Source: an optimization exercise on an open RTL-to-GDS flow (aim: small area and a short achievable clock period). Production flows keep margins and buffers that such runs may drop.
Function was checked by simulation only, so behaviour that the tests miss may differ from the original.
Power and IR drop assume default switching activity.

==> flow/design.v <==
package exe_pkg;
  localparam int xlen = 64;
endpackage
`timescale 1ns/1ns
module exe_add #(
  parameter int W    = 64,
  parameter int KIND = 0,
  parameter int LOGW = 6
) (
  input  logic [W-1:0] a,
  input  logic [W-1:0] b,
  input  logic         cin,
  output logic [W-1:0] sum,
  output logic         cout,
  output logic [W-1:0] p,
  output logic [W-1:0] g,
  output logic         pall
);
  logic [W-1:0] gg, pp, t;
  always_comb begin
    p  = a ^ b;
    g  = a & b;
    gg = g;
    pp = p;
    gg[0] = g[0] | (p[0] & cin);
    if (KIND == 0) begin
      for (int l = 0; (1 << l) < W; l++)
        for (int i = (2 << l) - 1; i < W; i += (2 << l)) begin
          gg[i] = gg[i] | (pp[i] & gg[i - (1 << l)]);
          pp[i] = pp[i] & pp[i - (1 << l)];
        end
      for (int l = LOGW - 2; l >= 0; l--)
        for (int i = 3 * (1 << l) - 1; i < W; i += (2 << l)) begin
          gg[i] = gg[i] | (pp[i] & gg[i - (1 << l)]);
          pp[i] = pp[i] & pp[i - (1 << l)];
        end
    end else if (KIND == 1) begin
      for (int l = 0; (1 << l) < W; l++)
        for (int i = 0; i < W; i++)
          if ((i >> l) & 1) begin
            gg[i] = gg[i] | (pp[i] & gg[((i >> l) << l) - 1]);
            pp[i] = pp[i] & pp[((i >> l) << l) - 1];
          end
    end else begin
      for (int l = 0; (1 << l) < W; l++) begin
        t = gg;
        for (int i = W - 1; i >= (1 << l); i--) begin
          gg[i] = gg[i] | (pp[i] & t[i - (1 << l)]);
          pp[i] = pp[i] & pp[i - (1 << l)];
        end
      end
    end
    sum  = p ^ {gg[W-2:0], cin};
    cout = gg[W-1];
    pall = &p;
  end
endmodule
`timescale 1ns/1ns
module exe_top (
  input  logic        clk,
  input  logic        arst_n,
  input  logic        insn_valid,
  input  logic [63:0] insn_pc,
  input  logic [31:0] insn_word,
  input  logic [63:0] insn_imm,
  input  logic [63:0] insn_src1,
  input  logic [63:0] insn_src2,
  input  logic [4:0]  insn_rd,
  output logic        wb_valid,
  output logic [4:0]  wb_rd,
  output logic [63:0] wb_data,
  output logic        wb_long,
  output logic        redirect_valid,
  output logic [63:0] redirect_target,
  output logic        mem_valid,
  output logic [63:0] mem_addr,
  output logic [63:0] mem_data,
  output logic [3:0]  mem_op,
  output logic [4:0]  mem_rd
);
  localparam int AKIND = 0;
  logic [63:0] expect_pc;
  logic [63:0] res_q;
  logic [63:0] data_q;
  logic [4:0]  rd_q;
  logic [3:0]  op_q;
  logic [6:0] opc;
  logic [2:0] f3;
  logic [6:0] f7;
  assign opc = insn_word[6:0];
  assign f3  = insn_word[14:12];
  assign f7  = insn_word[31:25];
  logic q11, f7z, f7a, f6z, f6a;
  assign q11 = opc[1:0] == 2'b11;
  assign f7z = f7 == 7'b0000000;
  assign f7a = f7 == 7'b0100000;
  assign f6z = f7[6:1] == 6'b000000;
  assign f6a = f7[6:1] == 6'b010000;
  logic c_op, c_opimm, c_op32, c_opimm32, c_auipc, c_branch, c_jal, c_jalr, c_load, c_store;
  assign c_op      = q11 && opc[6:2] == 5'b01100;
  assign c_opimm   = q11 && opc[6:2] == 5'b00100;
  assign c_op32    = q11 && opc[6:2] == 5'b01110;
  assign c_opimm32 = q11 && opc[6:2] == 5'b00110;
  assign c_auipc   = q11 && opc[6:2] == 5'b00101;
  assign c_branch  = q11 && opc[6:2] == 5'b11000;
  assign c_jalr    = q11 && opc[6:2] == 5'b11001;
  assign c_jal     = q11 && opc[6:2] == 5'b11011;
  assign c_load    = q11 && opc[6:2] == 5'b00000;
  assign c_store   = q11 && opc[6:2] == 5'b01000;
  logic ok_op, ok_opimm, ok_op32, ok_opimm32;
  assign ok_op      = f7z || (f7a && (f3 == 3'd0 || f3 == 3'd5));
  assign ok_opimm   = (f3 == 3'd1) ? f6z : (f3 == 3'd5) ? (f6z || f6a) : 1'b1;
  assign ok_op32    = (f7z && (f3 == 3'd0 || f3 == 3'd1 || f3 == 3'd5)) ||
                      (f7a && (f3 == 3'd0 || f3 == 3'd5));
  assign ok_opimm32 = (f3 == 3'd0) || (f3 == 3'd1 && f7z) || (f3 == 3'd5 && (f7z || f7a));
  logic is_wb, is_mem, is_br, is_jmp;
  assign is_wb  = (c_op && ok_op) || (c_opimm && ok_opimm) || (c_op32 && ok_op32) ||
                  (c_opimm32 && ok_opimm32) || c_auipc || c_jal || (c_jalr && f3 == 3'd0);
  assign is_mem = (c_load && f3 != 3'd7) || (c_store && !f3[2]);
  assign is_br  = c_branch && (f3[2] || !f3[1]);
  assign is_jmp = c_jal || (c_jalr && f3 == 3'd0);
  logic use_src2, use_pc, word, sub, left, arith;
  assign use_src2 = opc[5] && opc[4];
  assign use_pc   = (opc[6] ^ opc[2]) || (opc[6] && opc[3]);
  assign word     = opc[3] && !opc[6];
  assign sub      = opc[5] && opc[4] && insn_word[30];
  assign left     = !f3[2];
  assign arith    = insn_word[30];
  logic [63:0] a, b, bx, sum, ap, ag;
  logic        cout_unused;
  assign a  = use_pc ? expect_pc : insn_src1;
  assign b  = use_src2 ? insn_src2 : insn_imm;
  assign bx = b ^ {64{sub}};
  exe_add #(.W(64), .KIND(AKIND)) add_a (.a(a), .b(bx), .cin(sub), .sum(sum), .cout(cout_unused), .p(ap), .g(ag), .pall());
  logic [63:0] cb;
  logic geu_c, ltu, lts, eq, cond;
  assign cb   = opc[5] ? insn_src2 : insn_imm;
  exe_add #(.W(64), .KIND(AKIND)) cmp_b (.a(insn_src1), .b(~cb), .cin(1'b1), .sum(), .cout(geu_c), .p(), .g(), .pall(eq));
  assign ltu  = !geu_c;
  assign lts  = (insn_src1[63] ^ cb[63]) ? insn_src1[63] : ltu;
  assign cond = f3[2] ? ((f3[1] ? ltu : lts) ^ f3[0]) : (eq ^ f3[0]);
  logic [63:0] a_prep, sh_in, sh_out;
  logic [5:0]  amt;
  logic        fill;
  assign a_prep = word ? {{32{arith && insn_src1[31]}}, insn_src1[31:0]} : insn_src1;
  always_comb for (int i = 0; i < 64; i++) sh_in[i] = left ? a_prep[63-i] : a_prep[i];
  assign fill = arith && !left && a_prep[63];
  assign amt  = {b[5] && !word, b[4:0]};
  always_comb begin
    logic [63:0] t;
    t = sh_in;
    for (int k = 0; k < 6; k++)
      for (int i = 0; i < 64; i++)
        if (amt[k]) t[i] = (i + (1 << k) < 64) ? t[i + (1 << k)] : fill;
    sh_out = t;
  end
  logic [63:0] link;
  logic [3:0] grp_all, grp_cin;
  always_comb begin
    for (int j = 0; j < 4; j++) begin
      grp_all[j] = 1'b1;
      for (int k = 0; k < 16; k++)
        if (16*j + k >= 2) grp_all[j] = grp_all[j] & expect_pc[16*j + k];
    end
    grp_cin[0] = 1'b1;
    for (int j = 1; j < 4; j++) grp_cin[j] = grp_cin[j-1] & grp_all[j-1];
    link[1:0] = expect_pc[1:0];
    for (int j = 0; j < 4; j++) begin
      logic c;
      c = grp_cin[j];
      for (int k = 0; k < 16; k++)
        if (16*j + k >= 2) begin
          link[16*j + k] = expect_pc[16*j + k] ^ c;
          c = c & expect_pc[16*j + k];
        end
    end
  end
  logic s_link, s_sum, s_sll, s_slt, s_srl, s_px, s_ga;
  assign s_link = opc[2] && opc[6];
  assign s_sum  = (opc[2] && !opc[6]) || (!opc[2] && (!opc[4] || f3 == 3'd0));
  assign s_sll  = !opc[2] && opc[4] && f3 == 3'd1;
  assign s_slt  = !opc[2] && opc[4] && f3[2:1] == 2'b01;
  assign s_srl  = !opc[2] && opc[4] && f3 == 3'd5;
  assign s_px   = !opc[2] && opc[4] && (f3 == 3'd4 || f3 == 3'd6);
  assign s_ga   = !opc[2] && opc[4] && f3[2:1] == 2'b11;
  logic [63:0] r;
  always_comb begin
    for (int i = 0; i < 64; i++)
      r[i] = (s_link && link[i]) || (s_sum && sum[i]) ||
             (s_sll && sh_out[63-i]) || (s_srl && sh_out[i]) ||
             (s_px && ap[i]) || (s_ga && ag[i]);
    r[0] = r[0] || (s_slt && (f3[0] ? ltu : lts));
  end
  logic accept, take;
  assign accept = insn_valid && insn_pc == expect_pc;
  assign take   = is_jmp || (is_br && cond);
  logic n_hold, n_link, n_tgt, jalr_sel;
  logic [63:0] nxt_pc;
  assign n_hold   = !accept;
  assign n_link   = accept && !take;
  assign n_tgt    = accept && take;
  assign jalr_sel = opc[2] && !opc[3];
  always_comb begin
    for (int i = 0; i < 64; i++)
      nxt_pc[i] = (n_hold && expect_pc[i]) || (n_link && link[i]) || (n_tgt && sum[i]);
    nxt_pc[0] = (n_hold && expect_pc[0]) || (n_link && link[0]) || (n_tgt && sum[0] && !jalr_sel);
  end
  always_ff @(posedge clk or negedge arst_n) begin
    if (!arst_n) begin
      expect_pc      <= 64'd0;
      wb_valid       <= 1'b0;
      redirect_valid <= 1'b0;
      mem_valid      <= 1'b0;
    end else begin
      wb_valid       <= accept && is_wb;
      redirect_valid <= accept && take;
      mem_valid      <= accept && is_mem;
      expect_pc      <= nxt_pc;
    end
  end
  always_ff @(posedge clk) begin
    res_q  <= word ? {{32{r[31]}}, r[31:0]} : r;
    data_q <= opc[5] ? insn_src2 : 64'd0;
    rd_q   <= (opc[5] && !opc[4] && !opc[6]) ? 5'd0 : insn_rd;
    op_q   <= {(!opc[6] && !opc[4] && !opc[2]) ? opc[5] : !word, f3};
  end
  assign wb_rd           = rd_q;
  assign wb_data         = res_q;
  assign wb_long         = op_q[3];
  assign redirect_target = expect_pc;
  assign mem_addr        = res_q;
  assign mem_data        = data_q;
  assign mem_op          = op_q;
  assign mem_rd          = rd_q;
endmodule
==> flow/flow/run.sh <==
#!/bin/bash
# Standard layout (the standard.sh) with these changes:
#  - ADDER_MAP_FILE empty: Yosys does not pre-map full/half adders, so ABC
#    sees and times the whole datapath (registers are untouched)
#  - repair_timing aims for 6 ns of setup slack, on the worst path only
#    (TNS_END_PERCENT 0 in config.mk)
#  - MATCH_CELL_FOOTPRINT 0: repair may resize a cell to a wider footprint
#  - port buffers use the smallest buffer; repair_design/repair_timing size them
set -euo pipefail
bash standard.sh ADDER_MAP_FILE= SETUP_SLACK_MARGIN=6 MATCH_CELL_FOOTPRINT=0 'BUFFER_PORTS_ARGS=-buffer_cell sky130_fd_sc_hd__buf_1' finish > standard.log 2>&1
==> flow/standard.sh <==
#!/bin/bash
# synth_recipe.tcl (not shown) runs the flow's synth.tcl, then flattens the netlist and writes it again
# the make line also repeats each setting of config.mk as NAME=value (left out here)
make -C /OpenROAD-flow-scripts/flow DESIGN_CONFIG=/design/flow/config.mk WORK_HOME=/design/flow/orfs CLKGATE_MAP_FILE= SYNTH_SCRIPT=/design/flow/synth_recipe.tcl "${@:-finish}"
==> flow/config.mk <==
export PLATFORM = sky130hd
export DESIGN_NAME = exe_top
export DESIGN_NICKNAME = exe_top
export VERILOG_FILES = /design/flow/design.v
export SDC_FILE = /design/flow/constraint.sdc
export NUM_CORES = 4
export LEC_CHECK = 0
export ABC_AREA = 1
export CAP_MARGIN = 20
export CORE_MARGIN = 2
export CORE_UTILIZATION = 35
export SETUP_SLACK_MARGIN = 5
export SLEW_MARGIN = 20
export TNS_END_PERCENT = 0
==> flow/constraint.sdc <==
create_clock -name core_clock -period 10.0 [get_ports {clk}]
set_input_delay 2.0000 -clock core_clock [delete_from_list [all_inputs] [get_ports {clk}]]
set_output_delay 2.0000 -clock core_clock [all_outputs]
set_load 0.01 [all_outputs]
==> results of run 1 <==
placed cells by master (no fill, tap or decap), drive strengths merged, types with 54 or more instances in the layout:
| master | count |
|---|---|
| o21ai | 476 |
| nand4 | 86 |
| buf | 664 |
| nand2 | 1452 |
| nor2 | 294 |
| inv | 495 |
| dfxtp | 137 |
| clkbuf | 61 |
| xnor2 | 64 |
| xor2 | 72 |
| o221ai | 62 |
| or2 | 88 |
| a21oi | 137 |
| nand3 | 196 |
| nor3 | 54 |
| dfrtp | 67 |
| o22ai | 56 |
state kept, by name, summed over array words and instances, names as in the netlist:
name / flops
wb_valid: 1
expect_pc: 64
op_q: 4
res_q: 64
redirect_valid: 1
mem_valid: 1
rd_q: 5
data_q: 64
Yosys cell counts, types with 19 or more instances:
| master | instances | share of area |
|---|---|---|
| nand2_1 | 1411 | 0.22 |
| inv_1 | 481 | 0.076 |
| o21ai_0 | 430 | 0.090 |
| nor2_1 | 287 | 0.045 |
| nand3_1 | 191 | 0.040 |
| dfxtp_1 | 137 | 0.11 |
| a21oi_1 | 132 | 0.028 |
| clkbuf_1 | 108 | 0.017 |
| buf_4 | 88 | 0.028 |
| nand4_1 | 85 | 0.022 |
| or2_2 | 81 | 0.021 |
| xor2_1 | 72 | 0.026 |
| dfrtp_1 | 67 | 0.070 |
| xnor2_1 | 64 | 0.023 |
| o221ai_1 | 62 | 0.023 |
| o22ai_1 | 56 | 0.015 |
| nor3_1 | 54 | 0.011 |
| o211ai_1 | 51 | 0.016 |
| mux2i_1 | 47 | 0.020 |
| o21ai_1 | 34 | 0.0071 |
| nor4_1 | 32 | 0.0084 |
| buf_2 | 30 | 0.0063 |
| buf_1 | 23 | 0.0036 |
| nand2_2 | 23 | 0.0060 |
| o2111ai_1 | 19 | 0.0070 |
power breakdown:
group | switching (mW) | leakage [nW] | internal, mW | total, mW
clock | 0.476 | 0.471 | 0.604 | 1.08
sequential | 0.0364 | 1.83 | 0.891 | 0.928
combinational | 1.28 | 11.8 | 0.544 | 1.83
total | 1.80 | 14.1 | 2.04 | 3.84
layout make-up:
cell class | count | area, um^2 | share of cell area
multi-input combinational | 3272 | 17500 | 0.586
sequential | 204 | 4420 | 0.148
timing repair buffer | 687 | 3810 | 0.128
inverter | 503 | 2010 | 0.0675
tap | 873 | 1090 | 0.0366
clock buffer | 38 | 853 | 0.0286
clock inverter | 14 | 105 | 0.00352
timing repair inverter | 4 | 40.0 | 0.00134
antenna | 2 | 5.00 | 0.000168
worst reg2reg max path, cell delays in order, from the launching register on:
cell     delay, ps
dfrtp_1        680
nand3_1        210
nor2_1         160
nand4_1        130
nor2_1         170
nand4_1        180
nor2_1         180
nand4_2        330
inv_1          350
nand4_1        250
nor2_1         260
inv_2           70
nor2_1         120
nand4_1        230
nor2_1         230
nand2_1        140
inv_2           90
nand2_1         80
nand3_1        110
nand4_1        110
o21ai_2        200
nand2_1         70
worst paths after layout:
path                            endpoint  depth (start not counted)
setup reg to reg               res_q[45]                         21
hold reg to reg             expect_pc[0]                          2
min in group asynchronous  expect_pc[26]                          2
max in group asynchronous  expect_pc[60]                          2
setup / recovery           expect_pc[31]                         22
hold / removal              expect_pc[0]                          2
metrics by stage:
stage	instances	total power [mW]
floorplan	4230	1.95
global placement	5427	2.47
detailed placement	5427	2.47
CTS	5567	3.69
global route	5595	3.97
finish	5597	3.84
timing repair:
item	in CTS	in global routing
cloned	28	8
resized for setup	348	123
buffers inserted	60	19
pin swaps	46	50
hold endpoints to repair	0	0
setup endpoints to repair	130	131
kinds of logic (layout without fill, tap and decap cells):
kind of cell | Yosys count | after routing | share of synthesized area
AND/OR/NAND/NOR | 2205 | 2220 | 0.389
XOR/XNOR | 136 | 136 | 0.0498
multiplexers | 47 | 47 | 0.0197
AO/OA/AOI/OAI | 869 | 869 | 0.214
other | 0 | 2 | 0
flip-flops | 204 | 204 | 0.185
buffers and inverters | 769 | 1246 | 0.143
layer usage:
metal,part of all wire,vias up,global-route usage
met2,0.42,2136,0.628
met3,0.12,549,0.109
li1,-,14800,-
met5,0.0014,-,0
met4,0.088,20,0.299
met1,0.37,15500,0.504
==> summary.md, run 1 <==
| Metric | Value |
|---|---|
| Status | complete, no violations |
| Residual DRC | 0 |
| Mapped cell area | 23900 um^2 |
| CTS Sinks | 204 |
| Register area share after synthesis | 0.185 |
| Final WS setup | 4990 ps |
| Critical-path top delay cell | a21oi_1 |
| Cell at the root of the clock tree | clkbuf_16 |
| Setup CP Type | in2reg |
| Critical Path Start | insn_word[5] |
| Critical path endpoint category | register |
| Reg2Reg Setup Slack | 5510 ps |
| Initial antenna violation count | 10 |
| Layout cells sized above 1 | 0.125 |
| Clock skew | 27.0 ps |
| Avg WL per Cell | 27.5 um |
| Clock Tree Buf Depth | 3 |
| # hold bufs at CTS | 0 |
| Vias in the first global route | 30100 |
| DR vias | 33000 |
| Chip height | 265 um |
| CP top delay family | simple AND/OR/NAND/NOR gates |
| Worst Tran Pin Value | 1020 ps |
| First-pass GRT wire length | 210 mm |
| Vias per cell | 5.90 |
| Area grow syn2layout | 24.7% |
| CP Launch Type | primary input |
| Final setup fails | 0 |
| Reg2reg start | expect_pc[3] |
| RSZ-0062 raised after global routing | yes |
| Sum Neg Setup Slack | 0 ps |
| Data arrival, critical path | 5480 ps |
| Tcrit/Tclk final | 0.501 |
| Worst rel slew slack | 0.315 |
| Hold Vio Cnt, Final | 0 |
| F_max | 0.200 GHz |
| Post-layout util | 0.442 |
| CTS H-tree depth | 1 |
| Final Net Count | 4996 |
| Worst hold slack | 577 ps |
| Initial core utilization | 0.355 |
| Routed Wire Length | 154 mm |
| Hold Path Class | reg2reg |
| Synthesized flop and latch total | 204 |
| Die area | 70400 um^2 |
| Core footprint | 67400 um^2 |
| CTS tree | built |
| Port Buffers | 554 |
| Placement Cell Area | 26000 um^2 |
| Crit path required time | 10470 ps |
| Num rows | 95 |
| Pwr/cell area | 129 nW/um^2 |
| Fill count | 7509 |
| Die W | 265 um |
| Syn_area_per_cell | 5.65 um^2 |
| Clock Latency Late Sink | 620 ps |
| GRT overflow | 0 |
| Post-Syn Instances | 4230 |
| Peak supply drop | 0.133 mV |
| DPL Wire Length | 115 mm |
| Worst Path Max Fanout | 17 |
| GPL Wtd Cong | 1.04 |
| EDFF count, synth | 0 |
| Bufs and invs on worst path | 7 |
| GRT Total Usage | 0.413 |
| Crit path largest cell delay | 260 ps |
| Post-Syn Nets | 4526 |
| Min Clock Period, post-route | 5010 ps |
| Largest net degree at the start of global routing | 76 |
| Ys flop type | dfxtp_1 |
| Final Max Slew Viols | 0 |
| Design Area, Final | 29800 um^2 |
| Distinct cell type count after synthesis | 63 |
| CP Cell Sequence | buf_16 -> clkinvlp_4 -> buf_6 -> clkbuf_16 -> a21oi_1 -> xnor2_1 -> nor3_2 -> nand4_1 -> nor2_4 -> o2111ai_1 -> nor2_2 -> nor2_2 -> a21oi_2 -> nand2_2 -> nand2_2 -> nand3_4 -> nand3_4 -> buf_12 -> clkinvlp_4 -> buf_8 -> nand3_2 -> o211ai_1 |
| Dpl ws | 2600 ps |
| Leakage power | 14.1 nW |
| Initial detailed-routing violation count | 4459 |
| CTS clk-pin slew, worst paths | 80 ps |
| I/O pins | 570 |
| Post-route ant nets | 0 |
| Hold path startpoint | expect_pc[0] |
| Synth warn | 2 |
| Pre-antenna DRT Iters | 10 |
| Share of flip-flops with an asynchronous set or reset | 0.328 |
| Total CTS buffers | 28 |
| Max_cap viols | 0 |
==> run 2: changes to the inputs <==
--- a/flow/design.v
+++ b/flow/design.v
@@ -130,7 +130,7 @@
   logic        cout_unused;
   assign a  = use_pc ? expect_pc : insn_src1;
   assign b  = use_src2 ? insn_src2 : insn_imm;
-  assign bx = b ^ {64{sub}};
+  assign bx = use_src2 ? (insn_src2 ^ {64{insn_word[30]}}) : insn_imm;
   exe_add #(.W(64), .KIND(AKIND)) add_a (.a(a), .b(bx), .cin(sub), .sum(sum), .cout(cout_unused), .p(ap), .g(ag), .pall());
   logic [63:0] cb;
   logic geu_c, ltu, lts, eq, cond;
==> flow/run.sh (new file) <==
#!/bin/bash
# synth_recipe.tcl (not shown) runs the flow's synth.tcl, then flattens the netlist and writes it again
# the make line also repeats each setting of config.mk as NAME=value (left out here)
make -C /OpenROAD-flow-scripts/flow DESIGN_CONFIG=/design/flow/config.mk WORK_HOME=/design/flow/orfs CLKGATE_MAP_FILE= SYNTH_SCRIPT=/design/flow/synth_recipe.tcl finish
--- a/flow/config.mk
+++ b/flow/config.mk
@@ -9,6 +9,7 @@
 export CAP_MARGIN = 20
 export CORE_MARGIN = 2
 export CORE_UTILIZATION = 35
+export PLACE_DENSITY = 0.75
 export SETUP_SLACK_MARGIN = 5
 export SLEW_MARGIN = 20
 export TNS_END_PERCENT = 0
removed: flow/flow/run.sh
removed: flow/standard.sh
==> summary.md, run 2 <==
| Metric | Value |
|---|---|
| Status | complete, no violations |
| Layout cells sized above 1 | 0.0722 (-0.0523) |
| Synthesized flop and latch total | 204 (unchanged) |
| Total CTS buffers | 26 (-7.1%) |
| Worst Path Max Fanout | 2 (-15) |
| Tcrit/Tclk final | 0.652 (+0.151) |
| RSZ-0062 raised after global routing | yes |
| # hold bufs at CTS | 0 (unchanged) |
| Met3 Track Usage GR | 0.0953 (-0.0134) |
| Most common cell on crit path | ha_4 |
| Vias per cell | 6.01 (+1.8%) |
| Commonest non-fill, non-tap cell in the layout | nand3_1 |
| Final Max Slew Viols | 0 (unchanged) |
| Hold depth | 2 (unchanged) |
| Chip height | 268 um (+0.83%) |
| Cell at the root of the clock tree | clkbuf_16 |
| Biggest regs | data_q (64), expect_pc (64), res_q (64) |
| GPL Wtd Cong | 1.09 (+4.7%) |
| Gate power share | 0.529 (+0.052) |
| EDFF count, synth | 0 (unchanged) |
| Placement Cell Area | 30400 um^2 (+17%) |
| Port Buffers | 554 (unchanged) |
| Largest cells by area after synthesis | nand3_1 (18%), nand2_1 (13%), dfxtp_1 (11%), ha_1 (9.6%), dfrtp_1 (6.9%) |
| CTS tree | built |
| First-pass GRT wire length | 196 mm (-6.7%) |
| PnR Total Power | 4.12 mW (+7.5%) |
| NetSw | 1.82 mW (+1.2%) |
| Peak supply drop | 0.121 mV (-9.2%) |
| Share of flip-flops with an asynchronous set or reset | 0.328 (unchanged) |
| Pre-antenna DRT Iters | 8 (-2) |
| Setup CP Type | reg2reg |
| Worst Tran Pin Value | 1150 ps (+130 ps) |
| Mapped cell area | 24300 um^2 (+1.7%) |
| Max_cap viols | 0 (unchanged) |
| Routed Wire Length | 139 mm (-9.7%) |
| Area grow syn2layout | 32.2% |
| GRT Total Usage | 0.374 (-0.0391) |
| Crit path required time | 10410 ps (-60 ps) |
| Post-route ant nets | 0 (unchanged) |
| CTS H-tree depth | 1 (unchanged) |
| Clock Power Share | 0.237 (-0.044) |
| Critical-path top delay cell | a221oi_1 |
| Leading cell types in the layout, fill and taps excluded | nand3_1 (858), nand2_1 (836), clkdlybuf4s50_1 (546) |
| CTS Sinks | 204 (unchanged) |
| F_max | 0.153 GHz (-23%) |
| Die area | 71600 um^2 (+1.7%) |
| Post-Syn Instances | 3878 (-8.3%) |
| Final Net Count | 4734 (-5.2%) |
| Data arrival, critical path | 6930 ps (+1450 ps) |
| Leakage power | 14.3 nW (+0.86%) |
| Synth warn | 2 (unchanged) |
| Distinct cell type count after synthesis | 54 (-14%) |
| Hold Vio Cnt, Final | 0 (unchanged) |
| Sequential power share | 0.234 (-0.008) |
| Initial core utilization | 0.354 (-0.000882) |
| Post-Syn Nets | 4394 (-2.9%) |
| Clock skew | 27.1 ps (+0.0239 ps) |
| Final setup fails | 0 (unchanged) |
| GRT busiest layer | met2 |
| DPL Wire Length | 109 mm (-5.6%) |
| Initial detailed-routing violation count | 4499 (+0.90%) |
| Residual DRC | 0 (unchanged) |
| Share of the synthesized area in the top cell type | 0.178 (-0.0437) |
| Ys flop type | dfxtp_1 |
| Clock Tree Buf Depth | 3 (unchanged) |
| Design Area, Final | 32100 um^2 (+7.8%) |
| Syn_area_per_cell | 6.27 um^2 (+11%) |
| GRT overflow | 0 (unchanged) |
| I/O pins | 570 (unchanged) |
| Worst R2R Path Depth | 31 (+48%) |
| Worst rel slew slack | 0.235 (-0.0797) |
| Initial antenna violation count | 8 (-2) |
| Dominant cell type by area after synthesis | nand3_1 |
| Sum Neg Setup Slack | 0 ps (unchanged) |
| Internal power | 2.30 mW (+13%) |
| CP Launch Type | register |
| Vias in the first global route | 29400 (-2.4%) |
| Largest net degree at the start of global routing | 111 (+46%) |
| Num rows | 96 (+1.1%) |
| Met2 Use GR | 0.577 (-0.0507) |
| Post-layout util | 0.468 (+0.0253) |
| Register area share after synthesis | 0.182 (-0.00307) |
| CTS clk-pin slew, worst paths | 60 ps (-20 ps) |
| Clock Latency Late Sink | 600 ps (-20 ps) |
| Most common cell in the netlist | nand3_1 |
| Crit path largest cell delay | 900 ps (+640 ps) |
| Core footprint | 68700 um^2 (+1.9%) |
| Pwr/cell area | 128 nW/um^2 (-0.28%) |
| Avg WL per Cell | 26.8 um (-2.3%) |
| Min Clock Period, post-route | 6520 ps (+1510 ps) |
| Post-synth top cells | nand3_1 (864), nand2_1 (847), inv_1 (373), a21oi_1 (206), nor2_1 (194) |
| Critical path endpoint category | register |
| DR vias | 31100 (-5.9%) |
| Switching share of total power | 0.441 (-0.0275) |
| Hold Path Class | reg2reg |
| Met1 usage | 0.450 (-0.0543) |
| Die W | 268 um (+0.83%) |
[run 2: cell types whose count changed in the layout (fill, tap and decap cells not counted), moves of 104 or more]
cell / previous run / this run
nand2_1: 1371 / 836
o21ai_0: 319 / 76
buf_1: 542 / 0
clkdlybuf4s50_1: 0 / 546
ha_1: 0 / 133
nand3_1: 180 / 858
inv_1: 467 / 363
[run 2: critical path: cells and delay by family (launching register included)]
family | cells | cell delay (ps)
AOI/OAI and AO/OA | 2 | 990
adders and majority gates | 27 | 4620
DFF | 1 | 430
and+or+nand+nor | 2 | 280
[run 2: timing repair]
action / in CTS / in global routing
cloned: 3 / 1
buffers inserted: 10 / 3
endpoints found under the hold margin: 0 / 0
setup endpoints to repair: 129 / 129
gates resized for setup: 111 / 21
pin swaps: 21 / 6
[run 2: logic make-up after synthesis]
family,after synthesis,share of synthesized area
and+or+nand+nor,2134,0.397
adders and majority gates,220,0.123
buffers and inverters,699,0.125
xor gates and xnor gates,113,0.0407
AOI/OAI and AO/OA,504,0.131
muxes,4,0.00185
DFF,204,0.182
[run 2: final cells by class]
class / instances / area, um^2
Antenna cell: 4 / 10.0
Clock buffer: 39 / 805
Clock inverter: 8 / 62.6
Fill cell: 7239 / 36600
Inverter: 387 / 1470
Multi-Input combinational cell: 2978 / 18100
Sequential cell: 204 / 4420
Tap cell: 931 / 1160
Timing Repair Buffer: 621 / 6110
[run 2: final timing paths]
kind                               start            end  slack, ps
min in group asynchronous         arst_n   expect_pc[8]       1240
min reg2reg                expect_pc[20]  expect_pc[20]        600
min                        expect_pc[20]  expect_pc[20]        600
max reg2reg                 expect_pc[2]      res_q[29]       3480
max in group asynchronous         arst_n   expect_pc[3]       7610
max                         expect_pc[2]      res_q[29]       3480
[run 2: power groups by stage]
stage                     Clock (mW)  Sequential, mW  Combinational [mW]
after detailed placement           0           0.985                2.03
after global placement             0           0.985                2.01
after global routing            1.01           0.975                2.31
after CTS                      0.985           0.969                2.10
after floorplan                    0            1.01                1.10
final                          0.976           0.966                2.18
[run 2: metal layers]
| metal | routed length (um) | vias to the layer above |
|---|---|---|
| li1 | - | 13900 |
| met1 | 50600 | 14500 |
| met2 | 59700 | 2130 |
| met3 | 16200 | 531 |
| met4 | 12300 | 6 |
| met5 | 48 | - |
[run 2: per-stage QoR]
stage | hold slack [ps] | setup slack [ps] | std cells
2_1_floorplan | 541 | 4170 | 3878
3_3_place_gp | 572 | 2030 | 5104
3_5_place_dp | 580 | 1980 | 5104
4_1_cts | 595 | 3670 | 5164
5_1_grt | 619 | 3400 | 5171
6_report | 605 | 3480 | 5172

[what the ideal ports hide]
Ports are ideal in the flow. The routed layouts listed here were re-timed in OpenROAD.
Step 1, drivers: a clkbuf_16 drives clk and a buf_2 each remaining input, both assumed.
Step 2 adds t to the input delays and takes it off the output delays; t is the mean of the earliest and latest rising clock arrival at the registers after step 1. Input paths then give back, and output paths get back, about the clock's delay inside the block.
Three values: ideal ports, drivers, drivers and shift; two values: the first two.
run	shift t [ns]	slack for setup (ns)	worst register clock-pin slew, ns
run 1	0.674	4.988 / 4.836 / 4.162	0.08 / 0.08
run 2	0.655	3.481 / 3.481 / 2.923	0.07 / 0.07
After both steps setup and hold are still met in every run listed. For run 1, which loses most, drivers alone change the setup slack by -0.152 ns; drivers and shift together by -0.826 ns.
